This design comes from an exercise in tuning for small area, a short achievable clock period and few clock cycles per item on the open sky130 flow, not from production work. Where RTL was checked, it was by simulation tests only, not by an equivalence proof against the original. Power figures rest on the tool's default switching activity, not on a simulated workload.

==> module hdc_multimodal_fuser, before the edit <==
module hdc_multimodal_fuser #(
    parameter int NUM_MODALITIES  = 3,
    parameter int NUM_FOLDS       = 8,
    parameter int NUM_FOLDS_WIDTH = $clog2(NUM_FOLDS),
    parameter int FOLD_WIDTH      = 2000 / NUM_FOLDS
) (
    input  logic                       clk,
    input  logic                       rst,
    input  logic                       clear,
    input  logic                       hvin_valid,
    output logic                       hvin_ready,
    input  logic [FOLD_WIDTH-1:0]      hvin,
    output logic                       hvout_valid,
    input  logic                       hvout_ready,
    output logic [FOLD_WIDTH-1:0]      hvout,
    output logic [NUM_FOLDS_WIDTH-1:0] hvout_fold,
    output logic                       hvout_last
);
    localparam logic [NUM_FOLDS_WIDTH-1:0] LAST_FOLD = NUM_FOLDS_WIDTH'(NUM_FOLDS - 1);
    logic [1:0]                 mod_q;
    logic                       pend_q;
    logic [NUM_FOLDS_WIDTH-1:0] fold_q;
    logic [FOLD_WIDTH-1:0]      vote_two, vote_one;
    logic [FOLD_WIDTH-1:0]      in_s, res_s;
    logic                       take_s, first_s, acc_s, cap_s, dlv_s;
    assign take_s  = hvin_valid & ~pend_q;
    assign first_s = take_s & (mod_q == 2'd0);
    assign in_s    = hvin & {FOLD_WIDTH{take_s}};
    assign res_s   = vote_two | (vote_one & hvin);
    assign hvin_ready  = ~pend_q;
    assign hvout_valid = mod_q[1] & (pend_q | hvin_valid);
    assign hvout       = res_s;
    assign hvout_fold  = fold_q;
    assign hvout_last  = (fold_q == LAST_FOLD);
    assign acc_s = take_s & ~clear;
    assign cap_s = acc_s & mod_q[1] & ~hvout_ready;
    assign dlv_s = ~clear & mod_q[1] & (pend_q | hvin_valid) & hvout_ready;
    always_ff @(posedge clk or negedge rst) begin
        if (!rst) begin
            mod_q  <= 2'd0;
            pend_q <= 1'b0;
            fold_q <= '0;
        end else if (clear) begin
            mod_q  <= 2'd0;
            pend_q <= 1'b0;
            fold_q <= '0;
        end else begin
            if (dlv_s) begin
                mod_q  <= 2'd0;
                pend_q <= 1'b0;
                fold_q <= fold_q + NUM_FOLDS_WIDTH'(1);
            end else if (cap_s) begin
                pend_q <= 1'b1;
            end else if (acc_s) begin
                mod_q <= mod_q + 2'd1;
            end
        end
    end
    always_ff @(posedge clk) begin
        vote_two <= (vote_two | (vote_one & in_s)) & {FOLD_WIDTH{~first_s}};
        vote_one <= (vote_one & {FOLD_WIDTH{~(first_s | cap_s)}}) | (in_s & {FOLD_WIDTH{~cap_s}});
    end
endmodule
export LEC_CHECK = 0
export CAP_MARGIN = 20
export CORE_MARGIN = 2
export CORE_UTILIZATION = 40
export SLEW_MARGIN = 20
create_clock -name core_clock -period 3.0 [get_ports {clk}]
standard.sh (not shown) runs the stock make flow with config.mk's settings and CLKGATE_MAP_FILE= SYNTH_SCRIPT=/design/flow/synth_recipe.tcl, a recipe that flattens the netlist after the stock synthesis.
==> flow/flow/run.sh <==
#!/bin/bash
set -euo pipefail
bash standard.sh "BUFFER_PORTS_ARGS=-buffer_cell sky130_fd_sc_hd__buf_2" finish > standard_flow.log 2>&1
Then changed:
--- a/flow/design.v
+++ b/flow/design.v
@@ -21,19 +21,20 @@
     logic                       pend_q;
     logic [NUM_FOLDS_WIDTH-1:0] fold_q;
-    logic [FOLD_WIDTH-1:0]      vote_two, vote_one;
-    logic [FOLD_WIDTH-1:0]      in_s, res_s;
-    logic                       take_s, first_s, acc_s, cap_s, dlv_s;
-    assign take_s  = hvin_valid & ~pend_q;
-    assign first_s = take_s & (mod_q == 2'd0);
-    assign in_s    = hvin & {FOLD_WIDTH{take_s}};
-    assign res_s   = vote_two | (vote_one & hvin);
+    logic [FOLD_WIDTH-1:0]      fold_a, fold_b;
+    logic [FOLD_WIDTH-1:0]      maj_s, wr_s;
+    logic                       acc_s, third_s, cap_s, dlv_s, en_a_s, en_b_s;
+    assign maj_s = (fold_a & fold_b) | (fold_a & hvin) | (fold_b & hvin);
+    assign wr_s  = mod_q[1] ? maj_s : hvin;
     assign hvin_ready  = ~pend_q;
     assign hvout_valid = mod_q[1] & (pend_q | hvin_valid);
-    assign hvout       = res_s;
+    assign hvout       = maj_s;
     assign hvout_fold  = fold_q;
     assign hvout_last  = (fold_q == LAST_FOLD);
-    assign acc_s = take_s & ~clear;
-    assign cap_s = acc_s & mod_q[1] & ~hvout_ready;
-    assign dlv_s = ~clear & mod_q[1] & (pend_q | hvin_valid) & hvout_ready;
+    assign acc_s   = hvin_valid & ~pend_q & ~clear;
+    assign third_s = acc_s & mod_q[1];
+    assign cap_s   = third_s & ~hvout_ready;
+    assign dlv_s   = ~clear & mod_q[1] & (pend_q | hvin_valid) & hvout_ready;
+    assign en_a_s  = (acc_s & (mod_q == 2'd0)) | cap_s;
+    assign en_b_s  = (acc_s & (mod_q == 2'd1)) | cap_s;
     always_ff @(posedge clk or negedge rst) begin
         if (!rst) begin
@@ -58,6 +59,6 @@
     end
     always_ff @(posedge clk) begin
-        vote_two <= (vote_two | (vote_one & in_s)) & {FOLD_WIDTH{~first_s}};
-        vote_one <= (vote_one & {FOLD_WIDTH{~(first_s | cap_s)}}) | (in_s & {FOLD_WIDTH{~cap_s}});
+        if (en_a_s) fold_a <= wr_s;
+        if (en_b_s) fold_b <= wr_s;
     end
 endmodule
Result: Routed wire length falls by about 12%. Maximum frequency falls by 2.0%. Synthesized area rises by about 14%. Global-route usage falls by 4.5 points. Worst setup slack loses 45 ps. Synthesized cell count falls by 45%. Critical path depth falls by 2. Power falls by about 9%. Count of clock-buffer cells in the layout falls by 25. Cell count falls by 22%. Cell area rises by about 14%. Worst hold slack loses 17 ps.
Testbench counts after the change, summed over its fixed seeds: cycles 2,880, folds 960.
No functional check of the RTL was part of the first run of this note.

## port drivers added, routing unchanged
The results above use ideal ports. As a check the final layouts listed here were re-extracted and re-timed, cells and wires unchanged. Step 1: set_driving_cell puts a clkbuf_16 on clk and a buf_2 on each other input, an assumption about the parent block. Step 2 times the ports against the registers' clock, not the clock port: input delays grow and output delays shrink by t, the midpoint of the rising clock arrivals with the driver on. Slacks: ideal / step 1 / step 2; pairs: ideal / step 1.
run | t (ns) | slack for setup (ns) | hold WS [ns] | worst slew at a driven data input, ns
the first run | 0.647 | 0.761 / 0.732 / 0.702 | 0.261 / 0.234 / 0.498 | 0.10
the second run | 0.632 | 0.717 / 0.717 / 0.674 | 0.244 / 0.217 / 0.572 | 0.09
After both steps every run listed still meets setup and hold. The setup slack of the first run, which loses most, moves by -0.029 ns with the drivers and by -0.059 ns with both steps.
